Background: an optimization exercise with open tools, aiming at small area and a short achievable clock period. Do not read the settings as production practice. For this run, only the layout was checked, not whether the RTL still works. Power is estimated from default activity; no workload was simulated.

--- flow/run.sh ---
#!/bin/bash
# synth_recipe.tcl (not shown) runs the flow's synth.tcl, then flattens the netlist and writes it again
# the make line also repeats each setting of config.mk as NAME=value (left out here)
make -C /OpenROAD-flow-scripts/flow DESIGN_CONFIG=/design/flow/config.mk WORK_HOME=/design/flow/orfs CLKGATE_MAP_FILE= SYNTH_SCRIPT=/design/flow/synth_recipe.tcl finish
--- flow/config.mk ---
export PLATFORM = sky130hd
export DESIGN_NAME = rvPipe
export DESIGN_NICKNAME = rvPipe
export VERILOG_FILES = /design/flow/design.v
export SDC_FILE = /design/flow/constraint.sdc
export NUM_CORES = 4
export LEC_CHECK = 0
export CAP_MARGIN = 20
export CORE_MARGIN = 2
export CORE_UTILIZATION = 65
export SETUP_SLACK_MARGIN = 3.3
export SLEW_MARGIN = 20
--- flow/design.v ---
`timescale 1ns/1ps
`default_nettype none
package rvIsaPkg;
    localparam logic [6:0] opcodeOp    = 7'b0110011;  
    localparam logic [6:0] opcodeOpImm = 7'b0010011;  
    localparam logic [6:0] opcodeLui   = 7'b0110111;
    localparam logic [6:0] opcodeAuipc = 7'b0010111;
    localparam logic [2:0] f3AddSub = 3'b000;  
    localparam logic [2:0] f3Sll    = 3'b001;
    localparam logic [2:0] f3Slt    = 3'b010;
    localparam logic [2:0] f3Sltu   = 3'b011;
    localparam logic [2:0] f3Xor    = 3'b100;
    localparam logic [2:0] f3SrlSra = 3'b101;  
    localparam logic [2:0] f3Or     = 3'b110;
    localparam logic [2:0] f3And    = 3'b111;
    typedef union packed {
        struct packed {
            logic [6:0]               funct7;   
            logic [5-1:0] rs2;
            logic [5-1:0] rs1;
            logic [2:0]               funct3;
            logic [5-1:0] rd;
            logic [6:0]               opcode;
        } rType;
        struct packed {
            logic [11:0]              imm12;    
            logic [5-1:0] rs1;
            logic [2:0]               funct3;
            logic [5-1:0] rd;
            logic [6:0]               opcode;
        } iType;
        struct packed {
            logic [19:0]              imm20;    
            logic [5-1:0] rd;
            logic [6:0]               opcode;
        } uType;
    } instrWord;
endpackage
`default_nettype wire
`timescale 1ns/1ps
`default_nettype none
package rvPipePkg;
    localparam logic selRs1 = 1'b0;
    localparam logic selPc  = 1'b1;  
    localparam logic selRs2 = 1'b0;
    localparam logic selImm = 1'b1;
    localparam int aluOpW = 4;
    localparam int shamtW = $clog2(32);  
    localparam logic [aluOpW-1:0] aluAdd   = 4'b0000;
    localparam logic [aluOpW-1:0] aluSub   = 4'b1000;
    localparam logic [aluOpW-1:0] aluSll   = 4'b0001;
    localparam logic [aluOpW-1:0] aluSlt   = 4'b0010;
    localparam logic [aluOpW-1:0] aluSltu  = 4'b0011;
    localparam logic [aluOpW-1:0] aluXor   = 4'b0100;
    localparam logic [aluOpW-1:0] aluSrl   = 4'b0101;
    localparam logic [aluOpW-1:0] aluSra   = 4'b1101;
    localparam logic [aluOpW-1:0] aluOr    = 4'b0110;
    localparam logic [aluOpW-1:0] aluAnd   = 4'b0111;
    localparam logic [aluOpW-1:0] aluPassB = 4'b1111;  
endpackage
`default_nettype wire
`timescale 1ns/1ps
`default_nettype none
module regFile (
    input  logic        clk,
    input  logic [4:0]  rs1Idx,
    input  logic [4:0]  rs2Idx,
    input  logic [4:0]  wrIdx,
    input  logic        wrEn,
    input  logic [31:0] wrData,
    output logic [31:0] rs1Data,    
    output logic [31:0] rs2Data
);
    logic [31:0] regs [1:31];
    for (genvar i = 1; i < 32; i++) begin : g_reg
        always_ff @(posedge clk) begin
            if (wrEn && (wrIdx == 5'(i))) regs[i] <= wrData;
        end
    end
    always_comb begin
        rs1Data = '0;
        rs2Data = '0;
        for (int i = 1; i < 32; i++) begin
            rs1Data = rs1Data | ({32{rs1Idx == 5'(i)}} & regs[i]);
            rs2Data = rs2Data | ({32{rs2Idx == 5'(i)}} & regs[i]);
        end
    end
endmodule
`default_nettype wire
`timescale 1ns/1ps
`default_nettype none
module aluUnit (
    input  logic [31:0] opA,
    input  logic [31:0] opB,
    input  logic [2:0]  f3,
    input  logic        sub,       
    input  logic        sra,       
    input  logic [4:0]  shamt,
    output logic [31:0] result
);
    logic [32:0] sum;
    logic        lt;
    logic        ltu;
    logic [31:0] shr;
    logic [31:0] shl;
    assign sum = {1'b0, opA} + {1'b0, opB} + {32'd0, sub};
    assign ltu = ~sum[32];
    assign lt  = (opA[31] == opB[31]) ? opA[31] : sum[31];
    assign shr = 32'($signed({sra & opA[31], opA}) >>> shamt);
    always_comb begin
        for (int i = 0; i < 32; i++) shl[i] = shr[31-i];
    end
    always_comb begin
        case (f3)
            3'b000: result = sum[31:0];
            3'b001: result = shl;
            3'b010: result = {31'd0, lt};
            3'b011: result = {31'd0, ltu};
            3'b100: result = opA ^ opB;
            3'b101: result = shr;
            3'b110: result = opA | opB;
            default: result = opA & opB;
        endcase
    end
endmodule
`default_nettype wire
`timescale 1ns/1ps
`default_nettype none
module rvPipe (
    input  logic        clk,
    input  logic        rstN,
    input  logic [31:0] imemData,
    output logic [31:0] imemAddr,
    output logic        wbValid,
    output logic [4:0]  wbRd,
    output logic [31:0] wbData
);
    localparam logic [1:0] clsOp    = 2'b00;
    localparam logic [1:0] clsOpImm = 2'b01;
    localparam logic [1:0] clsLui   = 2'b10;
    localparam logic [1:0] clsAuipc = 2'b11;
    logic [31:2] pc;
    assign imemAddr = {pc, 2'b00};
    always_ff @(posedge clk) begin
        if (!rstN) pc <= '0;
        else       pc <= pc + 30'd1;
    end
    logic [6:0] fOpc;
    logic       fKnown;
    logic [1:0] fCls;
    assign fOpc = imemData[6:0];
    always_comb begin
        fKnown = 1'b1;
        fCls   = clsOp;
        case (fOpc)
            7'b0110011: fCls = clsOp;
            7'b0010011: fCls = clsOpImm;
            7'b0110111: fCls = clsLui;
            7'b0010111: fCls = clsAuipc;
            default: begin
                fKnown = 1'b0;
                fCls   = 2'bxx;
            end
        endcase
    end
    logic        dWr;       
    logic [1:0]  dCls;
    logic [31:7] dIr;       
    always_ff @(posedge clk) begin
        if (!rstN) dWr <= 1'b0;
        else       dWr <= fKnown && (imemData[11:7] != 5'd0);
    end
    always_ff @(posedge clk) begin
        dCls <= fCls;
        dIr  <= imemData[31:7];
    end
    logic [4:0]  dRs1, dRs2, dRd;
    logic [2:0]  dF3;
    logic        dB30;
    assign dRd  = dIr[11:7];
    assign dF3  = dIr[14:12];
    assign dRs1 = dIr[19:15];
    assign dRs2 = dIr[24:20];
    assign dB30 = dIr[30];
    logic [31:0] rf1, rf2;
    logic [31:0] rs1Val, rs2Val;
    regFile regs (
        .clk     (clk),
        .rs1Idx  (dRs1),
        .rs2Idx  (dRs2),
        .wrIdx   (wbRd),
        .wrEn    (wbValid),
        .wrData  (wbData),
        .rs1Data (rf1),
        .rs2Data (rf2)
    );
    assign rs1Val = (wbValid && (wbRd == dRs1)) ? wbData : rf1;
    assign rs2Val = (wbValid && (wbRd == dRs2)) ? wbData : rf2;
    logic [31:0] iImm;
    logic [19:0] uHiM1;     
    assign iImm  = {{20{dIr[31]}}, dIr[31:20]};
    assign uHiM1 = dIr[31:12] - 20'd1;
    logic        dSub, dSra, dSll;
    always_comb begin
        dSub = 1'b0;
        dSra = 1'b0;
        if (dCls == clsOp) begin
            dSub = (dF3 == 3'b000) && dB30;
            dSra = (dF3 == 3'b101) && dB30;
        end else if (dCls == clsOpImm) begin
            dSra = (dF3 == 3'b101) && dB30;
        end
        if (dF3[2:1] == 2'b01) dSub = (dCls == clsOp) || (dCls == clsOpImm);
        dSll = (dF3 == 3'b001) && !dCls[1];
    end
    logic [31:0] rs1Rev;
    always_comb begin
        for (int i = 0; i < 32; i++) rs1Rev[i] = rs1Val[31-i];
    end
    logic [31:0] dA, dB, dBraw;
    always_comb begin
        case (dCls)
            clsLui:   dA = '0;
            clsAuipc: dA = {pc, 2'b00};   
            default:  dA = dSll ? rs1Rev : rs1Val;
        endcase
        case (dCls)
            clsOp:    dBraw = rs2Val;
            clsOpImm: dBraw = iImm;
            clsLui:   dBraw = {dIr[31:12], 12'd0};
            default:  dBraw = {uHiM1, 12'hffc};
        endcase
        dB = dBraw ^ {32{dSub}};
    end
    logic [31:0] eA, eB;
    logic [2:0]  eF3;
    logic        eSub, eSra;
    logic [4:0]  eRd;
    logic        eWr;
    always_ff @(posedge clk) begin
        if (!rstN) eWr <= 1'b0;
        else       eWr <= dWr;
    end
    always_ff @(posedge clk) begin
        eA     <= dA;
        eB     <= dB;
        eF3    <= dCls[1] ? 3'b000 : dF3;
        eSub   <= dSub;
        eSra   <= dSra;
        eRd    <= dRd;
    end
    logic [31:0] aluResult;
    aluUnit alu (
        .opA    (eA),
        .opB    (eB),
        .f3     (eF3),
        .sub    (eSub),
        .sra    (eSra),
        .shamt  (eB[4:0]),
        .result (aluResult)
    );
    always_ff @(posedge clk) begin
        if (!rstN) wbValid <= 1'b0;
        else       wbValid <= eWr;
    end
    always_ff @(posedge clk) begin
        wbRd   <= eRd;
        wbData <= aluResult;
    end
endmodule
`default_nettype wire
--- flow/constraint.sdc ---
create_clock -name core_clock -period 6.0 [get_ports {clk}]
set_input_delay 1.2000 -clock core_clock [delete_from_list [all_inputs] [get_ports {clk}]]
set_output_delay 1.2000 -clock core_clock [all_outputs]
set_load 0.01 [all_outputs]
==> run notes <==
worst max path at each step:
| stage | depth (start not counted) | slack [ns] | end |
|---|---|---|---|
| 3_5_place_dp | 10 | 1.47 | eB[30] |
| 4_1_cts | 1 | 2.67 | wbData[24] |
| 2_1_floorplan | 4 | 3.20 | regs.regs[12][0] |
| 3_3_place_gp | 10 | 1.47 | eB[30] |
cell families after synthesis:
kind of cell,Yosys count,share of synthesized area
buf+inv,413,0.0325
other cells,1,0.0000696
compound gates,1407,0.190
fa+ha+maj,70,0.0165
flops,1163,0.616
mux,83,0.0252
xor+xnor,100,0.0163
simple gates,1173,0.103
cells in the mapped netlist, types with 57 or more instances:
library cell | count | share of area
edfxtp_1 | 992 | 0.55
nand2_1 | 437 | 0.030
a21oi_1 | 105 | 0.0098
buf_2 | 94 | 0.0087
nor2_1 | 217 | 0.015
and3_1 | 85 | 0.0099
dfxtp_1 | 171 | 0.064
ha_1 | 68 | 0.016
clkbuf_1 | 192 | 0.013
inv_1 | 86 | 0.0060
nand3_1 | 111 | 0.010
xnor2_1 | 57 | 0.0093
nor3_1 | 68 | 0.0063
nand4_1 | 65 | 0.0075
a22oi_1 | 893 | 0.12
o21ai_0 | 108 | 0.010
through the flow:
| step | instance area (sq um) | total power, mW | setup WS, ns | hold slack [ns] |
|---|---|---|---|---|
| after CTS | 66600 | 21.7 | 2.67 | 0.326 |
| after detailed placement | 57400 | 13.2 | 1.47 | 0.312 |
| after global placement | 57200 | 13.2 | 1.47 | 0.311 |
| after floorplan | 54000 | 11.7 | 3.20 | 0.310 |
metal layers:
metal  global-route usage  overflow
met4                0.737         4
met2                0.903         0
met5                0.528         0
met1                0.828         0
met3                0.724         0
power groups by stage:
stage                     clock [mW]  sequential [mW]  combinational, mW
after floorplan                    0             10.0               1.74
after global placement             0             9.91               3.27
after detailed placement           0             9.91               3.29
after CTS                       7.43             9.79               4.46
what timing repair did:
item | CTS
endpoints found under the setup margin | 600
resized for setup | 674
setup buffers | 273
cloned | 44
pin swaps | 141
==> results by group <==
Place
  – Buffers on Ports: 101
  – Cells after DPL: 5475
  – RePlAce Congestion: approximately 1.1
  – Post-DP HPWL: around 170 mm

Clock network
  – H-tree depth: 3
  – Clock root cell: clkbuf_16
  – CTS Sinks: about 1200
  – Clock Path Buffers: 3
  – CTS buffer count: 111
  – Hold-fix buffers at CTS: 0

Die
  – Die width: approximately 290 um
  – Die height: just under 300 um
  – Initial Util: 0.656
  – Row cnt: roughly 110
  – Top-Level Pins: approximately 100

Synth
  – Post-synth EDFFs: a little under 1000
  – Cells after synthesis: approximately 4400
  – Ys flop type: edfxtp_1
  – Synth Cell Area: around 0.054 sq mm
  – Post-synthesis sequential area ratio: 0.616
  – Async set-reset flop share out of synthesis: 0
  – Syn Area/Cell: between 10 and 15 sq um
  – Yosys reg bits: ~1200
  – Yosys cell types: 90
  – YS warnings: 4

Global route
  – Largest net degree at the start of global routing: 46
  – GRT overflow: 4
  – Tot GR Track Use: 0.806

Run status
  – Stage reached: global routing
  – First Err: [ERROR GRT-0232] Routing congestion too high. Check the congestion heatmap in the GUI.
  – Status: did not finish
